What follows belongs to an exercise in optimizing a design on an open flow for small area, a short achievable clock period and few clock cycles per item; a production flow would make more cautious choices.
Only the layout flow was run in this run; the RTL was not checked for function there.

<file path="flow/design.v">
`timescale 1ns/1ps
package tpuPkg;
    localparam int WrReqWidth  = 14;
    localparam int ResultWidth = 71;
endpackage
`timescale 1ns/1ps
module matrixTpu (
    input  logic         clk,
    input  logic         rst,
    input  logic [13:0]  wrReq,     
    input  logic         start,
    output logic         busy,
    output logic [70:0]  result,    
    output logic         done
);
    logic       wrEn, wrSel;
    logic [3:0] wrAddr;
    logic [7:0] wrData;
    assign wrData = wrReq[7:0];
    assign wrAddr = wrReq[11:8];
    assign wrSel  = wrReq[12];
    assign wrEn   = wrReq[13];
    logic bsy;
    logic wAcc, aAcc, startAcc;
    assign wAcc     = wrEn && !bsy && !wrSel;
    assign aAcc     = wrEn && !bsy &&  wrSel;
    assign startAcc = start && !bsy;
    logic [7:0] wMem [0:15];
    logic [6:0] aMem [0:15];
    always_ff @(posedge clk) begin
        if (wAcc) wMem[wrAddr] <= wrData;
        if (aAcc) aMem[wrAddr] <= wrData[6:0];
    end
    logic [3:0] vld;        
    logic [3:0] pend;       
    logic [3:0] bld;        
    logic [7:0] nxt;        
    logic [1:0] ptr;        
    logic [1:0] rk;         
    logic       inj, injRep;
    logic [1:0] injRow, injK;
    logic [6:0] injA;
    assign injRep = bsy && !vld[ptr] && !pend[ptr];
    assign inj    = aAcc || injRep;
    assign injRow = bsy ? ptr : wrAddr[3:2];
    assign injK   = bsy ? rk  : wrAddr[1:0];
    assign injA   = bsy ? aMem[{ptr, rk}] : wrData[6:0];
    logic        r0v;
    logic [1:0]  r0r, r0k;
    logic [6:0]  r0a;
    logic        p1v;
    logic [1:0]  p1r, p1k;
    logic [59:0] p1p;
    logic [3:0] vldNext, pendNext, bldNext;
    logic [7:0] nxtNext;
    always_comb begin
        vldNext  = vld;
        pendNext = pend;
        bldNext  = bld;
        nxtNext  = nxt;
        if (p1v && p1k == 2'd3 && pend[p1r]) begin
            pendNext[p1r] = 1'b0;
            vldNext[p1r]  = 1'b1;
        end
        if (inj) begin
            vldNext[injRow] = 1'b0;
            if (injK == 2'd0) begin
                bldNext[injRow]       = 1'b1;
                pendNext[injRow]      = 1'b0;
                nxtNext[injRow*2 +: 2] = 2'd1;
            end else if (bld[injRow] && injK == nxt[injRow*2 +: 2]) begin
                if (injK == 2'd3) begin
                    bldNext[injRow]  = 1'b0;
                    pendNext[injRow] = 1'b1;
                end else begin
                    nxtNext[injRow*2 +: 2] = injK + 2'd1;
                end
            end else begin
                bldNext[injRow]  = 1'b0;
                pendNext[injRow] = 1'b0;
            end
        end
        if (wAcc) begin
            vldNext  = '0;
            pendNext = '0;
            bldNext  = '0;
        end
    end
    always_ff @(posedge clk or posedge rst) begin
        if (rst) begin
            vld  <= '0;
            pend <= '0;
            bld  <= '0;
            nxt  <= '0;
            r0v  <= 1'b0;
            p1v  <= 1'b0;
            rk   <= '0;
        end else begin
            vld  <= vldNext;
            pend <= pendNext;
            bld  <= bldNext;
            nxt  <= nxtNext;
            r0v  <= inj;
            p1v  <= r0v;
            if (injRep) rk <= rk + 2'd1;
        end
    end
    always_ff @(posedge clk) begin
        if (inj) begin
            r0r <= injRow;
            r0k <= injK;
            r0a <= injA;
        end
        p1r <= r0r;
        p1k <= r0k;
    end
    for (genvar c = 0; c < 4; c++) begin : gMul
        localparam logic [1:0] C = c;
        logic signed [7:0]  w;
        logic signed [14:0] prod;
        assign w    = wMem[{r0k, C}];
        assign prod = w * $signed({1'b0, r0a});
        always_ff @(posedge clk) begin
            p1p[c*15 +: 15] <= prod;
        end
    end
    logic [16:0] acc [0:15];       
    for (genvar c = 0; c < 4; c++) begin : gAcc
        localparam logic [1:0] C = c;
        logic [16:0] base, sum;
        assign base = (p1k == 2'd0) ? 17'd0 : acc[{p1r, C}];
        assign sum  = base + {{2{p1p[c*15+14]}}, p1p[c*15 +: 15]};
        always_ff @(posedge clk) begin
            if (p1v) acc[{p1r, C}] <= sum;
        end
    end
    logic       outValid, doneR;
    logic [1:0] outRow;
    logic       emit;
    assign emit = (bsy || startAcc) && vldNext[ptr];
    always_ff @(posedge clk or posedge rst) begin
        if (rst) begin
            bsy      <= 1'b0;
            ptr      <= '0;
            outValid <= 1'b0;
            outRow   <= '0;
            doneR    <= 1'b0;
        end else begin
            outValid <= emit;
            doneR    <= emit && ptr == 2'd3;
            if (emit) begin
                outRow <= ptr;
                ptr    <= ptr + 2'd1;
            end
            if (startAcc) bsy <= 1'b1;
            if (emit && ptr == 2'd3) bsy <= 1'b0;
        end
    end
    logic [67:0] data;
    for (genvar c = 0; c < 4; c++) begin : gOut
        localparam logic [1:0] C = c;
        logic [16:0] s;
        assign s = acc[{outRow, C}];
        assign data[c*17 +: 17] = s[16] ? 17'd0 : s;    
    end
    assign busy   = bsy;
    assign done   = doneR;
    assign result = {outValid, outRow, data};
endmodule
</file>
<file path="flow/config.mk">
export PLATFORM = sky130hd
export DESIGN_NAME = matrixTpu
export DESIGN_NICKNAME = matrixTpu
export VERILOG_FILES = /design/flow/design.v
export SDC_FILE = /design/flow/constraint.sdc
export NUM_CORES = 4
export LEC_CHECK = 0
export CAP_MARGIN = 20
export CORE_MARGIN = 2
export CORE_UTILIZATION = 40
export SLEW_MARGIN = 20
</file>
<file path="flow/constraint.sdc">
create_clock -name core_clock -period 5.5 [get_ports {clk}]
set_input_delay 1.1000 -clock core_clock [delete_from_list [all_inputs] [get_ports {clk}]]
set_output_delay 1.1000 -clock core_clock [all_outputs]
set_load 0.01 [all_outputs]
</file>
<file path="flow/run.sh">
#!/bin/bash
# synth_recipe.tcl (not shown) runs the flow's synth.tcl, then flattens the netlist and writes it again
# the make line also repeats each setting of config.mk as NAME=value (left out here)
make -C /OpenROAD-flow-scripts/flow DESIGN_CONFIG=/design/flow/config.mk WORK_HOME=/design/flow/orfs CLKGATE_MAP_FILE= SYNTH_SCRIPT=/design/flow/synth_recipe.tcl finish
</file>
==> key figures <==
Logic synthesis
  – Ranking of synthesized cells by area: edfxtp_1 (43%), mux4_2 (12%), fa_1 (9.9%)
  – XOR/XNOR share of the synthesized area: 2.87%
  – Most frequent cell after synthesis: edfxtp_1
  – Yosys top cell by area: edfxtp_1
  – Yosys Warn Count: 1
  – Average size of a mapped cell: 13.6 um^2
  – Post-synth EDFFs: 523
  – Yosys cell types: 75
  – Mapped cell area: 36,500 um^2
  – Top_reg_cell synth: edfxtp_1
  – Synth top area share: 43.0%
  – Yosys reg bits: 620
  – Main combinational cell family by area after synthesis: adder cells
  – Mux cell area share after synthesis: 13.1%
  – Asr flop ratio synth: 5.00%
  – Syn Inst Count: 2,688
  – Synth Area in Compound Gates: 4.51%
  – Post-synthesis sequential area ratio: 48.7%
  – Top cells by count, synth: edfxtp_1 (523), inv_1 (360), and2_1 (233)
  – Post-synthesis adder-cell area fraction: 16.4%
  – Simple-Gate Fraction of Synth Area: 9.59%

Critical path
  – Critical Path RT: 6.00 ns
  – CP arrival: 5.74 ns
  – Crit end category: register
  – Critical path launch point type: register
  – Worst Path Class, Setup: register to register
  – CP max FO: 11

Final layout
  – Area delta synth->final: 13.5%
  – Final nets: 3,197
  – Diodes inserted: 0
  – Fin cells: 4,043
  – Final-layout fill cell count: 7,895
  – Share of layout cells above drive strength 1: 14.3%
  – Sequential Area: 17,800 um^2
  – Multi-input gate area: 17,000 um^2

Floorplanning
  – I/O pins: 90
  – Chip Height: 306 um
  – Initial Util: 40.5%
  – Die Area: 93,800 um^2
  – Row Count: 110
  – Die Wd: 306 um
  – Core box area: 90,300 um^2

Place
  – Placer congestion estimate: 0.821
  – Post-place setup slack: 0.161 ns
  – Hpwl dp: 54,400 um
  – Cell Count Post-Placement: 3,912
  – Buffers on Ports: 85

Timing
  – Fmax: 0.191 GHz
  – Tightest Pin Transition: 1.02 ns
  – Final Skew: 0.0307 ns
  – Slew Viols, Final: 0
  – Final setup fails: 0
  – Worst Slack Setup Final: 0.261 ns
  – Fin crit period: 5.24 ns
  – Max-slew headroom: 32.0%
  – Final setup TNS: 0 ns
  – Hold Vio Cnt, Final: 0
  – Fin crit share: 95.3%
  – RSZ-0062 raised after global routing: no

Clock network
  – Root buf cell: clkbuf_16
  – Clock Tree Buf Depth: 3
  – Clk Latency, worst-skew pair: 0.63 ns
  – H-tree depth: 3
  – TritonCTS clock tree: done
  – Num CTS Buffers: 70
  – Clock Sinks: 620
  – Clock-pin slew on the worst setup and hold paths: 0.06 ns

Detailed routing
  – Post-DR wirelength/cell: 19.1 um
  – Vias per cell: 5.21
  – DRT antenna net count: 0
  – Vias: 21.1k
  – Initial DRC count: 1,282
  – Final WL: 77,200 um
  – Drt pass-1 iters: 5
  – DR DRC count: 0

Global routing
  – Global-route met1 utilization: 22.6%
  – GR Layer Usage met3: 2.50%
  – Grt total ovfl: 0
  – Pin count of the biggest net entering global routing: 69
  – Antenna violations before repair: 1
  – Global-route wire length before repair: 124,000 um
  – Gr busiest metal: met2
  – Vias in the first global route: 22.6k
  – Grt met2 use: 28.9%
  – GRT Total Usage: 16.8%

Job
  – Max Cap Violations: 0

Hold path
  – Worst Hold Class: register to register

Status
  – Status: timing/DRC/antenna clean
==> area by class of cell <==
type	count	share of cell area, %
clock buffer	91	4.71
clock inverter	39	1.04
inverter	361	3.27
multi-input combinational	1614	41.1
sequential	620	43.0
tap	1176	3.55
timing repair buffer	142	3.36
==> sequential cells by signal, summed over array words and instances, names as in the netlist, 2 cells and up, named ones only <==
register	count
rk	2
acc	272
wMem	128
p1r	2
r0a	7
pend	4
r0k	2
outRow	2
p1p	60
ptr	2
vld	4
nxt	8
aMem	112
r0r	2
bld	4
p1k	2
==> kinds of logic after synthesis <==
kind of cell,after synthesis
simple gates,647
flops,620
other cells,1
buf+inv,457
compound gates,249
mux,224
fa+ha+maj,371
xor+xnor,119
==> cells in the final DEF, fill, tap and decap left out, types with 12 or more instances in the layout <==
cell type,Yosys,layout
xor2_1,17,17
fa_1,180,180
nor3_1,36,31
buf_4,5,47
o21ai_0,34,33
clkdlybuf4s50_1,0,85
dfrtp_1,31,28
nor2b_1,83,83
xnor2_1,101,101
edfxtp_1,523,523
clkinv_2,0,13
a31oi_1,14,14
a21oi_1,79,79
a21o_1,14,14
ha_1,191,191
nand2_1,115,115
nand3_1,15,15
dfxtp_1,66,63
inv_1,360,360
mux4_2,200,200
nand2b_1,17,17
mux2_2,12,12
o21a_1,19,19
clkbuf_16,0,72
nor2_1,94,94
and2_1,233,233
==> routing by layer <==
| layer | share of wire [%] | up-vias |
|---|---|---|
| met1 | 44 | 10778 |
| met4 | 1.5 | 2 |
| li1 | - | 9801 |
| met2 | 50 | 391 |
| met3 | 4.0 | 91 |
| met5 | 0.010 | - |
==> worst max-delay path: stages (launching register included) <==
cell	delay (ns)
dfxtp_4	0.41
buf_6	0.21
mux4_2	0.60
nand2_1	0.19
inv_1	0.07
fa_1	0.53
inv_1	0.13
fa_1	0.55
inv_1	0.05
fa_1	0.53
inv_1	0.06
fa_1	0.52
inv_1	0.04
ha_1	0.38
and3_1	0.18
a211oi_1	0.36
a21oi_1	0.14
xnor2_1	0.14
==> timing repair <==
item | CTS | global route
endpoints found under the hold margin | 0 | 0
setup buffers | 0 | 1
setup endpoints to repair | 0 | 7
resized for setup | 0 | 3
hold buffers | 0 | 0
==> metrics by stage <==
stage               area (um^2)  util [%]  hold slack (ns)
global route              41500      45.9            0.365
floorplan                 36600         -            0.323
finish                    41500      45.9            0.353
CTS                       41400      45.9            0.350
global placement          39100      43.3            0.325
detailed placement        39100      43.3            0.338
==> path summary, 6_finish.rpt <==
| path | depth (start not counted) | endpoint | from | slack (ns) |
|---|---|---|---|---|
| setup / recovery | 17 | p1p[14]$_DFF_P_ | register | 0.26 |
| hold / removal | 0 | p1r[1]$_DFF_P_ | r0r[1]$_DFFE_PN_ | 0.35 |
| setup reg to reg | 17 | p1p[14]$_DFF_P_ | register | 0.26 |
| hold reg to reg | 0 | p1r[1]$_DFF_P_ | r0r[1]$_DFFE_PN_ | 0.35 |
| max in group asynchronous | 3 | rk[0]$_DFFE_PP0P_ | rst | 4.30 |
| min in group asynchronous | 3 | nxt[1]$_DFFE_PP0P_ | rst | 0.85 |

==> port drivers added, routing unchanged <==
The results above use ideal ports. As a check the final layout listed here was re-extracted and re-timed, cells and wires unchanged.
Step 1, drivers: a clkbuf_16 drives clk and a buf_2 each remaining input, both assumed.
Step 2, shift: input delay + t, output delay - t, t = (earliest + latest rising clock arrival at the registers) / 2. This alone moves slack from input paths to output paths.
a / b / c = ideal / step 1 / step 2; a / b = the first two.
t (ns): 0.685
slack for setup (ns): 0.261 / 0.261 / 0.261
clock arrival spread, ns: 0.032 / 0.032
worst register clock-pin slew, ns: 0.06 / 0.06
After both steps this run still meets setup and hold. For this run, drivers alone change the setup slack by 0.000 ns; drivers and shift together by 0.000 ns.
